What follows belongs to an exercise in optimizing a design on an open flow for small area, a short achievable clock period and few clock cycles per item; a production flow would make more cautious choices.
The RTL was checked by simulation tests, not by an equivalence proof against the original design.

==> inputs of trial 39 <==
// generational_handle_table
module generational_handle_table (
  input  logic        clk_i,
  input  logic        rst_ni,
  input  logic        in_valid_i,
  output logic        in_ready_o,
  input  logic [1:0]  in_kind_i,
  input  logic [31:0] in_index_i,
  input  logic [31:0] in_gen_i,
  input  logic [63:0] in_payload_i,
  output logic        out_valid_o,
  input  logic        out_ready_i,
  output logic [2:0]  out_status_o,
  output logic [31:0] out_index_o,
  output logic [31:0] out_gen_o,
  output logic [63:0] out_payload_o,
  output logic        out_freed_o,
  output logic        out_last_o
);
Settings: LEC_CHECK=0, CAP_MARGIN=20, CORE_MARGIN=2, CORE_UTILIZATION=50, CTS_CLUSTER_DIAMETER=100, CTS_CLUSTER_SIZE=25, PLACE_DENSITY=0.65, SETUP_SLACK_MARGIN=4.8, SLEW_MARGIN=20; clock period 8.0 ns.
run.sh (not shown) runs the stock make flow with config.mk's settings and CLKGATE_MAP_FILE= SYNTH_SCRIPT=/design/flow/synth_recipe.tcl, a recipe that flattens the netlist after the stock synthesis.
==> inputs of trial 83, as changes to trial 39 <==
--- a/flow/design.v
+++ b/flow/design.v
@@ -190,23 +190,23 @@
   assign d_wr      = c_fire && (c_kind == ght_pkg::KIND_DESTROY) && !tp_q[5];
   assign hw_inc    = hw_q[4:0] + 5'd1;
   assign fs_any_d  = emit || (sp_reuse ? (fc_q > 6'd1) : fs_any_q);
   assign hw_room_d = hw_room_q && !(sp_new && (hw_q[4:0] == 5'd31));
   assign qc_nz_d   = dq_push || (emit ? qc_gt1_q : qc_nz_q);
   assign qc_gt1_d  = dq_push ? qc_nz_q : (emit ? (qc_q > 6'd2) : qc_gt1_q);
   assign qc_nz_np_d  = emit ? qc_gt1_q : qc_nz_q;
   assign qc_gt1_np_d = emit ? (qc_q > 6'd2) : qc_gt1_q;
-  logic [4:0]  a3, rd3;
-  assign a3        = c_spawn ? 5'(fc_q - 6'd3) : 5'(fc_q + 6'd2);
-  assign rd3       = lst_q[a3];
+  logic [4:0]  a_fs2_q, a_dq2_q, rd_fs2, rd_dq2;
+  assign rd_fs2    = lst_q[a_fs2_q];
+  assign rd_dq2    = lst_q[a_dq2_q];
   assign fs0_d     = sp_reuse ? fs1_q : (emit ? dq0 : fs0_q);
-  assign fs1_d     = sp_reuse ? rd3 : (emit ? fs0_q : fs1_q);
+  assign fs1_d     = sp_reuse ? rd_fs2 : (emit ? fs0_q : fs1_q);
   assign dq0_d     = emit ? dq1_q : ((d_wr && !qc_nz_q) ? c_i5 : dq0);
-  assign dq1_d     = emit ? rd3 : ((d_wr && (qc_q == 6'd1)) ? c_i5 : dq1_q);
+  assign dq1_d     = emit ? rd_dq2 : ((d_wr && (qc_q == 6'd1)) ? c_i5 : dq1_q);
   assign sp_slot_d = fs_any_d ? fs0_d : (sp_new ? hw_inc : hw_q[4:0]);
   assign r_v_d     = r_ld_q ? in_valid_i : (r_v && !r_adv);
   assign r_kind_d  = r_ld_q ? in_kind_i : r_kind;
   assign r_i5_d    = r_ld_q ? in_index_i[4:0] : r_idx[4:0];   
   assign c_v_d     = c_take ? r_v : (c_v && !c_done);
   assign c_kind_d  = c_take ? r_kind : c_kind;
   assign c_i5_d    = c_take ? r_idx[4:0] : c_i5;
   assign c_pnz_d   = c_take ? (r_pay != 64'd0) : c_pnz;
@@ -217,20 +217,22 @@
                      !(c_v_d && (c_kind_d == ght_pkg::KIND_DESTROY) &&
                        (r_kind_d == ght_pkg::KIND_FLUSH) && !qc_gt1_d);
   assign in_rdy_d  = !r_v_d || c_take_d;
   assign serve_fl_d    = c_v_d && c_flush_d && qc_gt1_np_d;
   assign c_pop_pred_d  = c_v_d && c_spawn_d && c_pnz_d && fs_any_d;
   assign c_emit_pred_d = c_v_d && c_flush_d && qc_nz_np_d;
   logic c_spok_pred_d, f_em_d, f_sp_d, f_new_d, f_ci_d, p_spw_d;
   assign c_spok_pred_d = c_v_d && c_spawn_d && c_pnz_d && (fs_any_d || hw_room_d);
-  assign f_em_d  = c_emit_pred_d && (raddr_d == dq0_d);
-  assign f_sp_d  = c_spok_pred_d && (raddr_d == sp_slot_d);
+  logic r_vd_d;
+  assign r_vd_d  = (r_kind_d == ght_pkg::KIND_VIEW) || (r_kind_d == ght_pkg::KIND_DESTROY);
+  assign f_em_d  = c_emit_pred_d && !serve_fl_d && (!r_vd_d || (r_i5_d == dq0_d));
+  assign f_sp_d  = c_spok_pred_d && r_vd_d && (r_i5_d == sp_slot_d);
   assign f_new_d = f_sp_d && !fs_any_d;
-  assign f_ci_d  = (c_kind_d == ght_pkg::KIND_DESTROY) && (raddr_d == c_i5_d);
+  assign f_ci_d  = (c_kind_d == ght_pkg::KIND_DESTROY) && r_vd_d && (r_i5_d == c_i5_d);
   assign p_spw_d = !serve_fl_d && (r_kind_d == ght_pkg::KIND_SPAWN);
   always_comb begin
     if (serve_fl_d) begin
       raddr_d = dq1_d;
     end else begin
       case (r_kind_d)
         ght_pkg::KIND_SPAWN: raddr_d = c_pop_pred_d ? fs1_d : (c_emit_pred_d ? dq0_d : fs0_d);
         ght_pkg::KIND_FLUSH: raddr_d = dq0_d;
@@ -253,16 +255,18 @@
       r_v       <= 1'b0;
       c_v       <= 1'b0;
       o_v       <= 1'b0;
       s_v       <= 1'b0;
       alive_q   <= '0;
       pend_q    <= '0;
       hw_q      <= '0;
       fc_q      <= '0;
+      a_fs2_q   <= 5'd29;
+      a_dq2_q   <= 5'd2;
       tp_q      <= '0;
       qc_q      <= '0;
       fs_any_q  <= 1'b0;
       hw_room_q <= 1'b1;
       qc_nz_q   <= 1'b0;
       qc_gt1_q  <= 1'b0;
       sp_slot_q <= '0;
       sp_oh_q   <= N'(1);
@@ -280,16 +284,18 @@
         end
       end
       if (dq_push) pend_q[c_i5] <= 1'b1;
       if (emit) begin
         alive_q[dq0] <= 1'b0;
         pend_q[dq0]  <= 1'b0;
       end
       fc_q      <= fc_d;
+      a_fs2_q   <= 5'(fc_d - 6'd3);
+      a_dq2_q   <= 5'(fc_d + 6'd2);
       tp_q      <= tp_q + {5'd0, dq_push} - {5'd0, sp_reuse};
       hw_q      <= hw_d;
       qc_q      <= qc_d;
       fs_any_q  <= fs_any_d;
       hw_room_q <= hw_room_d;
       qc_nz_q   <= qc_nz_d;
       qc_gt1_q  <= qc_gt1_d;
       sp_slot_q <= sp_slot_d;
- CORE_UTILIZATION: 50 -> 45
- PLACE_DENSITY: 0.65 -> 0.6
- SETUP_SLACK_MARGIN: 4.8 -> 4.6
==> inputs of trial 66, as changes to trial 39 <==
--- a/flow/design.v
+++ b/flow/design.v
@@ -29,74 +29,70 @@
   output logic        out_freed_o,
   output logic        out_last_o
 );
   localparam int N = ght_pkg::SLOT_COUNT;
   logic [63:0]  pay_mem [N];
   logic [31:0]  gen_mem [N];
   logic [N-1:0] alive_q, pend_q;
   logic [5:0]   hw_q;
-  logic [4:0]   lst_q [N];
-  logic [5:0]   fc_q;               
-  logic [5:0]   qc_q;               
-  logic [5:0]   tp_q;               
-  logic [4:0]   fs0_q, fs1_q;       
-  logic [4:0]   dq0_q, dq1_q;       
+  logic [4:0]   fs_q [N];           
+  logic [5:0]   fc_q;
+  logic [4:0]   dq_q [N];           
+  logic [5:0]   qc_q;
   logic         fs_any_q;           
   logic         hw_room_q;          
   logic         qc_nz_q;            
   logic         qc_gt1_q;           
   logic [4:0]   sp_slot_q;          
   logic [N-1:0] sp_oh_q;            
   logic        busy_q, r_ld_q;      
   logic        r_v;
   logic [1:0]  r_kind;
   logic [63:0] r_dat;               
   logic [31:0] r_idx, r_gen;
   logic [63:0] r_pay;
   assign r_idx = r_dat[31:0];
   assign r_gen = r_dat[63:32];
   assign r_pay = r_dat;
-  logic [N-1:0] raddr_oh;           
+  logic [4:0]  raddr_q;             
   logic        c_v;
   logic [1:0]  c_kind;
   logic [31:0] c_idx, c_gen;
   logic        c_pnz;
   logic [31:0] x_gen;               
   logic [63:0] x_pay;               
   logic        x_al, x_pd, x_inr;   
   logic        o_v, s_v;
   logic [2:0]  o_st, s_st;
   logic [31:0] o_idx, s_idx, o_gen, s_gen;
   logic [63:0] o_pay, s_pay;
   logic        o_fr, s_fr, o_last, s_last;
   logic [4:0]  c_i5, dq0;
   logic        c_spawn, c_flush, gen_eq, chk_ok;
   logic        sp_fire, sp_reuse, sp_new, dq_push, emit;
-  logic        c_fire, c_out, c_done, c_free, c_take, r_adv;
+  logic        c_fire, c_out, c_done, c_free, r_adv;
   logic [31:0] x_gen_inc;
   assign c_i5      = c_idx[4:0];
-  assign dq0       = dq0_q;
+  assign dq0       = dq_q[0];
   assign c_spawn   = c_kind == ght_pkg::KIND_SPAWN;
   assign c_flush   = c_kind == ght_pkg::KIND_FLUSH;
   assign gen_eq    = x_gen == c_gen;
   assign chk_ok    = x_inr && x_al && gen_eq;
   assign x_gen_inc = x_gen + 32'd1;
   assign c_fire   = c_v && !s_v;
   assign sp_fire  = c_fire && c_spawn && c_pnz && (fs_any_q || hw_room_q);
   assign sp_reuse = sp_fire && fs_any_q;
   assign sp_new   = sp_fire && !fs_any_q;
   assign dq_push  = c_fire && (c_kind == ght_pkg::KIND_DESTROY) && chk_ok && !x_pd;
   assign emit     = c_fire && c_flush && qc_nz_q;
   assign c_out    = c_fire && !(c_flush && !qc_nz_q);
   assign c_done   = c_fire && !(c_flush && qc_gt1_q);
   assign c_free   = !c_v || c_done;
-  assign c_take   = c_free && !(c_v && (c_kind == ght_pkg::KIND_DESTROY) &&
-                                (r_kind == ght_pkg::KIND_FLUSH) && !qc_gt1_q);
-  assign r_adv    = r_v && c_take;
+  assign r_adv    = r_v && c_free;
   logic [2:0]  res_st;
   logic [31:0] res_idx, res_gen;
   logic [63:0] res_pay;
   logic        res_fr, res_last;
   always_comb begin
     res_st   = ght_pkg::ST_OK;
     res_idx  = c_idx;
     res_gen  = c_gen;
@@ -137,35 +133,25 @@
   end
   logic        c_new_pred, c_spok_pred;
   logic [31:0] rd_gen;
   logic [63:0] rd_pay;
   logic        rd_al, rd_pd, r_inr;
   assign c_spok_pred = c_v && c_spawn && c_pnz && (fs_any_q || hw_room_q);
   assign c_new_pred  = c_spok_pred && !fs_any_q;
   logic f_em_q, f_sp_q, f_new_q, f_ci_q, p_spw_q;
-  logic [31:0] gen_rd;
-  logic [63:0] pay_rd;
-  always_comb begin
-    gen_rd = '0;
-    pay_rd = '0;
-    for (int i = 0; i < N; i++) begin
-      gen_rd = gen_rd | ({32{raddr_oh[i]}} & gen_mem[i]);
-      pay_rd = pay_rd | ({64{raddr_oh[i]}} & pay_mem[i]);
-    end
-  end
   always_comb begin
     if (f_em_q)        rd_gen = x_gen_inc;
     else if (f_new_q)  rd_gen = 32'd1;
-    else               rd_gen = gen_rd;
+    else               rd_gen = gen_mem[raddr_q];
     if (p_spw_q)       rd_pay = r_pay;
     else if (f_sp_q)   rd_pay = x_pay;
-    else               rd_pay = pay_rd;
-    rd_al = |(alive_q & raddr_oh);
-    rd_pd = |(pend_q & raddr_oh);
+    else               rd_pay = pay_mem[raddr_q];
+    rd_al = alive_q[raddr_q];
+    rd_pd = pend_q[raddr_q];
     if (f_sp_q) begin
       rd_al = 1'b1;
       rd_pd = 1'b0;
     end
     if (f_em_q) begin
       rd_al = 1'b0;
       rd_pd = 1'b0;
     end
@@ -175,70 +161,61 @@
                  (({1'b0, r_idx[4:0]} < hw_q) || (c_new_pred && (r_idx[4:0] == hw_q[4:0])));
   logic [5:0]  fc_d, hw_d, qc_d;
   logic        fs_any_d, hw_room_d, qc_nz_d, qc_gt1_d;
   logic [4:0]  fs0_d, fs1_d, dq0_d, dq1_d, sp_slot_d;
   logic        r_v_d, c_v_d, s_v_d, in_rdy_d;
   logic [1:0]  r_kind_d, c_kind_d;
   logic [4:0]  r_i5_d, c_i5_d, raddr_d;
   logic        c_pnz_d, c_flush_d, c_spawn_d;
-  logic        serve_fl_d, c_pop_pred_d, c_emit_pred_d, c_take_d;
-  logic        qc_nz_np_d, qc_gt1_np_d;
+  logic        serve_fl_d, c_pop_pred_d, c_emit_pred_d;
   assign fc_d      = fc_q + {5'd0, emit} - {5'd0, sp_reuse};
   assign hw_d      = hw_q + {5'd0, sp_new};
   assign qc_d      = qc_q + {5'd0, dq_push} - {5'd0, emit};
   logic        d_wr;                
   logic [4:0]  hw_inc;
-  assign d_wr      = c_fire && (c_kind == ght_pkg::KIND_DESTROY) && !tp_q[5];
+  assign d_wr      = c_fire && (c_kind == ght_pkg::KIND_DESTROY) && !qc_q[5];
   assign hw_inc    = hw_q[4:0] + 5'd1;
   assign fs_any_d  = emit || (sp_reuse ? (fc_q > 6'd1) : fs_any_q);
   assign hw_room_d = hw_room_q && !(sp_new && (hw_q[4:0] == 5'd31));
   assign qc_nz_d   = dq_push || (emit ? qc_gt1_q : qc_nz_q);
   assign qc_gt1_d  = dq_push ? qc_nz_q : (emit ? (qc_q > 6'd2) : qc_gt1_q);
-  assign qc_nz_np_d  = emit ? qc_gt1_q : qc_nz_q;
-  assign qc_gt1_np_d = emit ? (qc_q > 6'd2) : qc_gt1_q;
-  logic [4:0]  a3, rd3;
-  assign a3        = c_spawn ? 5'(fc_q - 6'd3) : 5'(fc_q + 6'd2);
-  assign rd3       = lst_q[a3];
-  assign fs0_d     = sp_reuse ? fs1_q : (emit ? dq0 : fs0_q);
-  assign fs1_d     = sp_reuse ? rd3 : (emit ? fs0_q : fs1_q);
-  assign dq0_d     = emit ? dq1_q : ((d_wr && !qc_nz_q) ? c_i5 : dq0);
-  assign dq1_d     = emit ? rd3 : ((d_wr && (qc_q == 6'd1)) ? c_i5 : dq1_q);
+  assign fs0_d     = sp_reuse ? fs_q[1] : (emit ? dq0 : fs_q[0]);
+  assign fs1_d     = sp_reuse ? fs_q[2] : (emit ? fs_q[0] : fs_q[1]);
+  assign dq0_d     = emit ? dq_q[1] : ((d_wr && !qc_nz_q) ? c_i5 : dq0);
+  assign dq1_d     = emit ? dq_q[2] : ((d_wr && (qc_q == 6'd1)) ? c_i5 : dq_q[1]);
   assign sp_slot_d = fs_any_d ? fs0_d : (sp_new ? hw_inc : hw_q[4:0]);
   assign r_v_d     = r_ld_q ? in_valid_i : (r_v && !r_adv);
   assign r_kind_d  = r_ld_q ? in_kind_i : r_kind;
   assign r_i5_d    = r_ld_q ? in_index_i[4:0] : r_idx[4:0];   
-  assign c_v_d     = c_take ? r_v : (c_v && !c_done);
-  assign c_kind_d  = c_take ? r_kind : c_kind;
-  assign c_i5_d    = c_take ? r_idx[4:0] : c_i5;
-  assign c_pnz_d   = c_take ? (r_pay != 64'd0) : c_pnz;
+  assign c_v_d     = c_free ? r_v : c_v;
+  assign c_kind_d  = c_free ? r_kind : c_kind;
+  assign c_i5_d    = c_free ? r_idx[4:0] : c_i5;
+  assign c_pnz_d   = c_free ? (r_pay != 64'd0) : c_pnz;
   assign c_flush_d = c_kind_d == ght_pkg::KIND_FLUSH;
   assign c_spawn_d = c_kind_d == ght_pkg::KIND_SPAWN;
   assign s_v_d     = (!o_v || out_ready_i) ? 1'b0 : (s_v || c_out);
-  assign c_take_d  = (!c_v_d || (!s_v_d && !(c_flush_d && qc_gt1_np_d))) &&
-                     !(c_v_d && (c_kind_d == ght_pkg::KIND_DESTROY) &&
-                       (r_kind_d == ght_pkg::KIND_FLUSH) && !qc_gt1_d);
-  assign in_rdy_d  = !r_v_d || c_take_d;
-  assign serve_fl_d    = c_v_d && c_flush_d && qc_gt1_np_d;
+  assign in_rdy_d  = !r_v_d || !c_v_d || (!s_v_d && !(c_flush_d && qc_gt1_d));
+  assign serve_fl_d    = c_v_d && c_flush_d && qc_gt1_d;
   assign c_pop_pred_d  = c_v_d && c_spawn_d && c_pnz_d && fs_any_d;
-  assign c_emit_pred_d = c_v_d && c_flush_d && qc_nz_np_d;
+  assign c_emit_pred_d = c_v_d && c_flush_d && qc_nz_d;
   logic c_spok_pred_d, f_em_d, f_sp_d, f_new_d, f_ci_d, p_spw_d;
   assign c_spok_pred_d = c_v_d && c_spawn_d && c_pnz_d && (fs_any_d || hw_room_d);
   assign f_em_d  = c_emit_pred_d && (raddr_d == dq0_d);
   assign f_sp_d  = c_spok_pred_d && (raddr_d == sp_slot_d);
   assign f_new_d = f_sp_d && !fs_any_d;
   assign f_ci_d  = (c_kind_d == ght_pkg::KIND_DESTROY) && (raddr_d == c_i5_d);
   assign p_spw_d = !serve_fl_d && (r_kind_d == ght_pkg::KIND_SPAWN);
   always_comb begin
     if (serve_fl_d) begin
       raddr_d = dq1_d;
     end else begin
       case (r_kind_d)
         ght_pkg::KIND_SPAWN: raddr_d = c_pop_pred_d ? fs1_d : (c_emit_pred_d ? dq0_d : fs0_d);
-        ght_pkg::KIND_FLUSH: raddr_d = dq0_d;
+        ght_pkg::KIND_FLUSH: raddr_d = qc_nz_d ? dq0_d : c_i5_d;
         default:             raddr_d = r_i5_d;
       endcase
     end
   end
   logic [N-1:0] gen_we;
   logic [31:0]  gen_wd;
   always_comb begin
     for (int i = 0; i < N; i++) begin
@@ -253,17 +230,16 @@
       r_v       <= 1'b0;
       c_v       <= 1'b0;
       o_v       <= 1'b0;
       s_v       <= 1'b0;
       alive_q   <= '0;
       pend_q    <= '0;
       hw_q      <= '0;
       fc_q      <= '0;
-      tp_q      <= '0;
       qc_q      <= '0;
       fs_any_q  <= 1'b0;
       hw_room_q <= 1'b1;
       qc_nz_q   <= 1'b0;
       qc_gt1_q  <= 1'b0;
       sp_slot_q <= '0;
       sp_oh_q   <= N'(1);
     end else begin
@@ -280,39 +256,38 @@
         end
       end
       if (dq_push) pend_q[c_i5] <= 1'b1;
       if (emit) begin
         alive_q[dq0] <= 1'b0;
         pend_q[dq0]  <= 1'b0;
       end
       fc_q      <= fc_d;
-      tp_q      <= tp_q + {5'd0, dq_push} - {5'd0, sp_reuse};
       hw_q      <= hw_d;
       qc_q      <= qc_d;
       fs_any_q  <= fs_any_d;
       hw_room_q <= hw_room_d;
       qc_nz_q   <= qc_nz_d;
       qc_gt1_q  <= qc_gt1_d;
       sp_slot_q <= sp_slot_d;
       sp_oh_q   <= N'(1) << sp_slot_d;
     end
   end
   always_ff @(posedge clk_i) begin
     if (r_ld_q) begin
       r_kind <= in_kind_i;
       r_dat  <= (in_kind_i == ght_pkg::KIND_SPAWN) ? in_payload_i : {in_gen_i, in_index_i};
     end
-    raddr_oh <= N'(1) << raddr_d;
+    raddr_q <= raddr_d;
     f_em_q  <= f_em_d;
     f_sp_q  <= f_sp_d;
     f_new_q <= f_new_d;
     f_ci_q  <= f_ci_d;
     p_spw_q <= p_spw_d;
-    if (c_take) begin
+    if (c_free) begin
       c_kind <= r_kind;
       c_idx  <= r_idx;
       c_gen  <= r_gen;
       c_pnz  <= r_pay != 64'd0;
       x_inr  <= r_inr;
     end
     if (!c_v || c_fire) begin
       x_gen <= rd_gen;
@@ -321,25 +296,27 @@
       x_pd  <= rd_pd;
     end
     for (int i = 0; i < N; i++) begin
       if (sp_fire && sp_oh_q[i]) pay_mem[i] <= x_pay;
     end
     for (int i = 0; i < N; i++) begin
       if (gen_we[i]) gen_mem[i] <= gen_wd;
     end
-    for (int i = 0; i < N - 1; i++) begin
-      if (sp_reuse && (6'(i) >= fc_q - 6'd1)) lst_q[i] <= lst_q[i+1];
-      else if (d_wr && (tp_q == 6'(i)))       lst_q[i] <= c_i5;
-    end
-    if (d_wr && (tp_q == 6'(N - 1))) lst_q[N-1] <= c_i5;
-    fs0_q <= fs0_d;
-    fs1_q <= fs1_d;
-    dq0_q <= dq0_d;
-    dq1_q <= dq1_d;
+    if (sp_reuse) begin
+      for (int i = 0; i < N - 1; i++) fs_q[i] <= fs_q[i+1];
+    end else if (emit) begin
+      fs_q[0] <= dq0;
+      for (int i = 1; i < N; i++) fs_q[i] <= fs_q[i-1];
+    end
+    if (emit) begin
+      for (int i = 0; i < N - 1; i++) dq_q[i] <= dq_q[i+1];
+    end else if (d_wr) begin
+      dq_q[qc_q[4:0]] <= c_i5;
+    end
     if (!o_v || out_ready_i) begin
       if (s_v) begin
         o_st <= s_st; o_idx <= s_idx; o_gen <= s_gen; o_pay <= s_pay; o_fr <= s_fr; o_last <= s_last;
       end else begin
         o_st <= res_st; o_idx <= res_idx; o_gen <= res_gen; o_pay <= res_pay; o_fr <= res_fr;
         o_last <= res_last;
       end
     end
- CORE_UTILIZATION: 50 -> 45
- PLACE_DENSITY: 0.65 -> 0.6
- SETUP_SLACK_MARGIN: 4.8 -> 4.6
==> inputs of build 63, as changes to trial 39 <==
--- a/flow/design.v
+++ b/flow/design.v
@@ -190,23 +190,23 @@
   assign d_wr      = c_fire && (c_kind == ght_pkg::KIND_DESTROY) && !tp_q[5];
   assign hw_inc    = hw_q[4:0] + 5'd1;
   assign fs_any_d  = emit || (sp_reuse ? (fc_q > 6'd1) : fs_any_q);
   assign hw_room_d = hw_room_q && !(sp_new && (hw_q[4:0] == 5'd31));
   assign qc_nz_d   = dq_push || (emit ? qc_gt1_q : qc_nz_q);
   assign qc_gt1_d  = dq_push ? qc_nz_q : (emit ? (qc_q > 6'd2) : qc_gt1_q);
   assign qc_nz_np_d  = emit ? qc_gt1_q : qc_nz_q;
   assign qc_gt1_np_d = emit ? (qc_q > 6'd2) : qc_gt1_q;
-  logic [4:0]  a3, rd3;
-  assign a3        = c_spawn ? 5'(fc_q - 6'd3) : 5'(fc_q + 6'd2);
-  assign rd3       = lst_q[a3];
+  logic [4:0]  a_fs2_q, a_dq2_q, rd_fs2, rd_dq2;
+  assign rd_fs2    = lst_q[a_fs2_q];
+  assign rd_dq2    = lst_q[a_dq2_q];
   assign fs0_d     = sp_reuse ? fs1_q : (emit ? dq0 : fs0_q);
-  assign fs1_d     = sp_reuse ? rd3 : (emit ? fs0_q : fs1_q);
+  assign fs1_d     = sp_reuse ? rd_fs2 : (emit ? fs0_q : fs1_q);
   assign dq0_d     = emit ? dq1_q : ((d_wr && !qc_nz_q) ? c_i5 : dq0);
-  assign dq1_d     = emit ? rd3 : ((d_wr && (qc_q == 6'd1)) ? c_i5 : dq1_q);
+  assign dq1_d     = emit ? rd_dq2 : ((d_wr && (qc_q == 6'd1)) ? c_i5 : dq1_q);
   assign sp_slot_d = fs_any_d ? fs0_d : (sp_new ? hw_inc : hw_q[4:0]);
   assign r_v_d     = r_ld_q ? in_valid_i : (r_v && !r_adv);
   assign r_kind_d  = r_ld_q ? in_kind_i : r_kind;
   assign r_i5_d    = r_ld_q ? in_index_i[4:0] : r_idx[4:0];   
   assign c_v_d     = c_take ? r_v : (c_v && !c_done);
   assign c_kind_d  = c_take ? r_kind : c_kind;
   assign c_i5_d    = c_take ? r_idx[4:0] : c_i5;
   assign c_pnz_d   = c_take ? (r_pay != 64'd0) : c_pnz;
@@ -217,20 +217,22 @@
                      !(c_v_d && (c_kind_d == ght_pkg::KIND_DESTROY) &&
                        (r_kind_d == ght_pkg::KIND_FLUSH) && !qc_gt1_d);
   assign in_rdy_d  = !r_v_d || c_take_d;
   assign serve_fl_d    = c_v_d && c_flush_d && qc_gt1_np_d;
   assign c_pop_pred_d  = c_v_d && c_spawn_d && c_pnz_d && fs_any_d;
   assign c_emit_pred_d = c_v_d && c_flush_d && qc_nz_np_d;
   logic c_spok_pred_d, f_em_d, f_sp_d, f_new_d, f_ci_d, p_spw_d;
   assign c_spok_pred_d = c_v_d && c_spawn_d && c_pnz_d && (fs_any_d || hw_room_d);
-  assign f_em_d  = c_emit_pred_d && (raddr_d == dq0_d);
-  assign f_sp_d  = c_spok_pred_d && (raddr_d == sp_slot_d);
+  logic r_vd_d;
+  assign r_vd_d  = (r_kind_d == ght_pkg::KIND_VIEW) || (r_kind_d == ght_pkg::KIND_DESTROY);
+  assign f_em_d  = c_emit_pred_d && !serve_fl_d && (!r_vd_d || (r_i5_d == dq0_d));
+  assign f_sp_d  = c_spok_pred_d && r_vd_d && (r_i5_d == sp_slot_d);
   assign f_new_d = f_sp_d && !fs_any_d;
-  assign f_ci_d  = (c_kind_d == ght_pkg::KIND_DESTROY) && (raddr_d == c_i5_d);
+  assign f_ci_d  = (c_kind_d == ght_pkg::KIND_DESTROY) && r_vd_d && (r_i5_d == c_i5_d);
   assign p_spw_d = !serve_fl_d && (r_kind_d == ght_pkg::KIND_SPAWN);
   always_comb begin
     if (serve_fl_d) begin
       raddr_d = dq1_d;
     end else begin
       case (r_kind_d)
         ght_pkg::KIND_SPAWN: raddr_d = c_pop_pred_d ? fs1_d : (c_emit_pred_d ? dq0_d : fs0_d);
         ght_pkg::KIND_FLUSH: raddr_d = dq0_d;
@@ -253,16 +255,18 @@
       r_v       <= 1'b0;
       c_v       <= 1'b0;
       o_v       <= 1'b0;
       s_v       <= 1'b0;
       alive_q   <= '0;
       pend_q    <= '0;
       hw_q      <= '0;
       fc_q      <= '0;
+      a_fs2_q   <= 5'd29;
+      a_dq2_q   <= 5'd2;
       tp_q      <= '0;
       qc_q      <= '0;
       fs_any_q  <= 1'b0;
       hw_room_q <= 1'b1;
       qc_nz_q   <= 1'b0;
       qc_gt1_q  <= 1'b0;
       sp_slot_q <= '0;
       sp_oh_q   <= N'(1);
@@ -280,16 +284,18 @@
         end
       end
       if (dq_push) pend_q[c_i5] <= 1'b1;
       if (emit) begin
         alive_q[dq0] <= 1'b0;
         pend_q[dq0]  <= 1'b0;
       end
       fc_q      <= fc_d;
+      a_fs2_q   <= 5'(fc_d - 6'd3);
+      a_dq2_q   <= 5'(fc_d + 6'd2);
       tp_q      <= tp_q + {5'd0, dq_push} - {5'd0, sp_reuse};
       hw_q      <= hw_d;
       qc_q      <= qc_d;
       fs_any_q  <= fs_any_d;
       hw_room_q <= hw_room_d;
       qc_nz_q   <= qc_nz_d;
       qc_gt1_q  <= qc_gt1_d;
       sp_slot_q <= sp_slot_d;
- CORE_UTILIZATION: 50 -> 45
- PLACE_DENSITY: 0.65 -> 0.6
==> impl_results.md <==
- Outcome: complete, no violations
- Proportion of cell area occupied by multi-input gates: 17.92%
- Netlist cell types: 81
- Clock transition at path regs: 100 ps
- Register area: between 0.1 and 0.15 mm^2
- Post-Synth Adder-Cell Area: 0.4450%
- 1st-pass router iterations: 6
- Signal inverters: between 90 and 100
- Post-Syn Area: 0.1496 mm^2
- Avg Cell Area, Syn: 16.93 um^2
the above is filed under trial 66

==> impl_results.md <==
- Outcome: complete, no violations
- Netlist cell types: 108
- Proportion of cell area occupied by multi-input gates: 18.74%
- Avg Cell Area, Syn: 17.19 um^2
- Register area: 0.1153 mm^2
the above is filed under trial 39

==> impl_results.md <==
- Clock transition at path regs: 110 ps
- Register area: 0.1155 mm^2
- Post-route setup slack: 4308 ps
- Root Buffer: clkbuf_16
- Signal inverters: 114
- Outcome: complete, no violations
- Proportion of cell area occupied by multi-input gates: 19.03%
- Post-Syn Area: 0.1477 mm^2
the above is filed under trial 83

==> impl_results.md <==
- Post-Syn Area: 0.1477 mm^2
- Outcome: complete, no violations
- 1st-pass router iterations: 10
- Register area: roughly 0.12 mm^2
- Post-Synth Adder-Cell Area: 0.5914%
- Netlist cell types: 98
- Avg Cell Area, Syn: 17.16 um^2
- Signal inverters: 114
the above is filed under build 63

Testbench counts of trial 39, summed over its fixed seeds: cycles 5,516, items 4,800.
Testbench counts of trial 83, summed over its fixed seeds: cycles 5,516, items 4,800.
Testbench counts of trial 66, summed over its fixed seeds: cycles 5,472, items 4,800.
Testbench counts of build 63, summed over its fixed seeds: cycles 5,516, items 4,800.

-- separate check: timing with driven ports --
The flow's constraints put no driver on any port. The routed layouts listed below were extracted and timed again, unchanged, in two steps.
Step 1 (the two cells are an assumption about what drives the block):
set clk [get_ports {clk_i}]
set_driving_cell -lib_cell sky130_fd_sc_hd__clkbuf_16 $clk
set_driving_cell -lib_cell sky130_fd_sc_hd__buf_2 [delete_from_list [all_inputs] $clk]
Step 2 moves the port delays by t, midway between the first and last clock arrival at a register: inputs arrive t later, outputs are due t later. That takes back most of the time a late clock gives input paths.
Three values: no drivers, after step 1, after step 2; two values: the first two.
run	t (ns)	slack for setup (ns)	hold WS [ns]
trial 39	1.005	4.063 / 4.063 / 3.293	0.473 / 0.473 / 0.473
trial 83	1.031	4.308 / 4.204 / 3.754	0.481 / 0.481 / 0.481
trial 66	1.003	4.265 / 4.265 / 3.422	0.462 / 0.462 / 0.462
build 63	1.033	4.634 / 4.554 / 3.721	0.485 / 0.485 / 0.485
After both steps setup and hold are still met in every run listed. For build 63, which loses most, drivers alone change the setup slack by -0.080 ns; drivers and shift together by -0.913 ns.
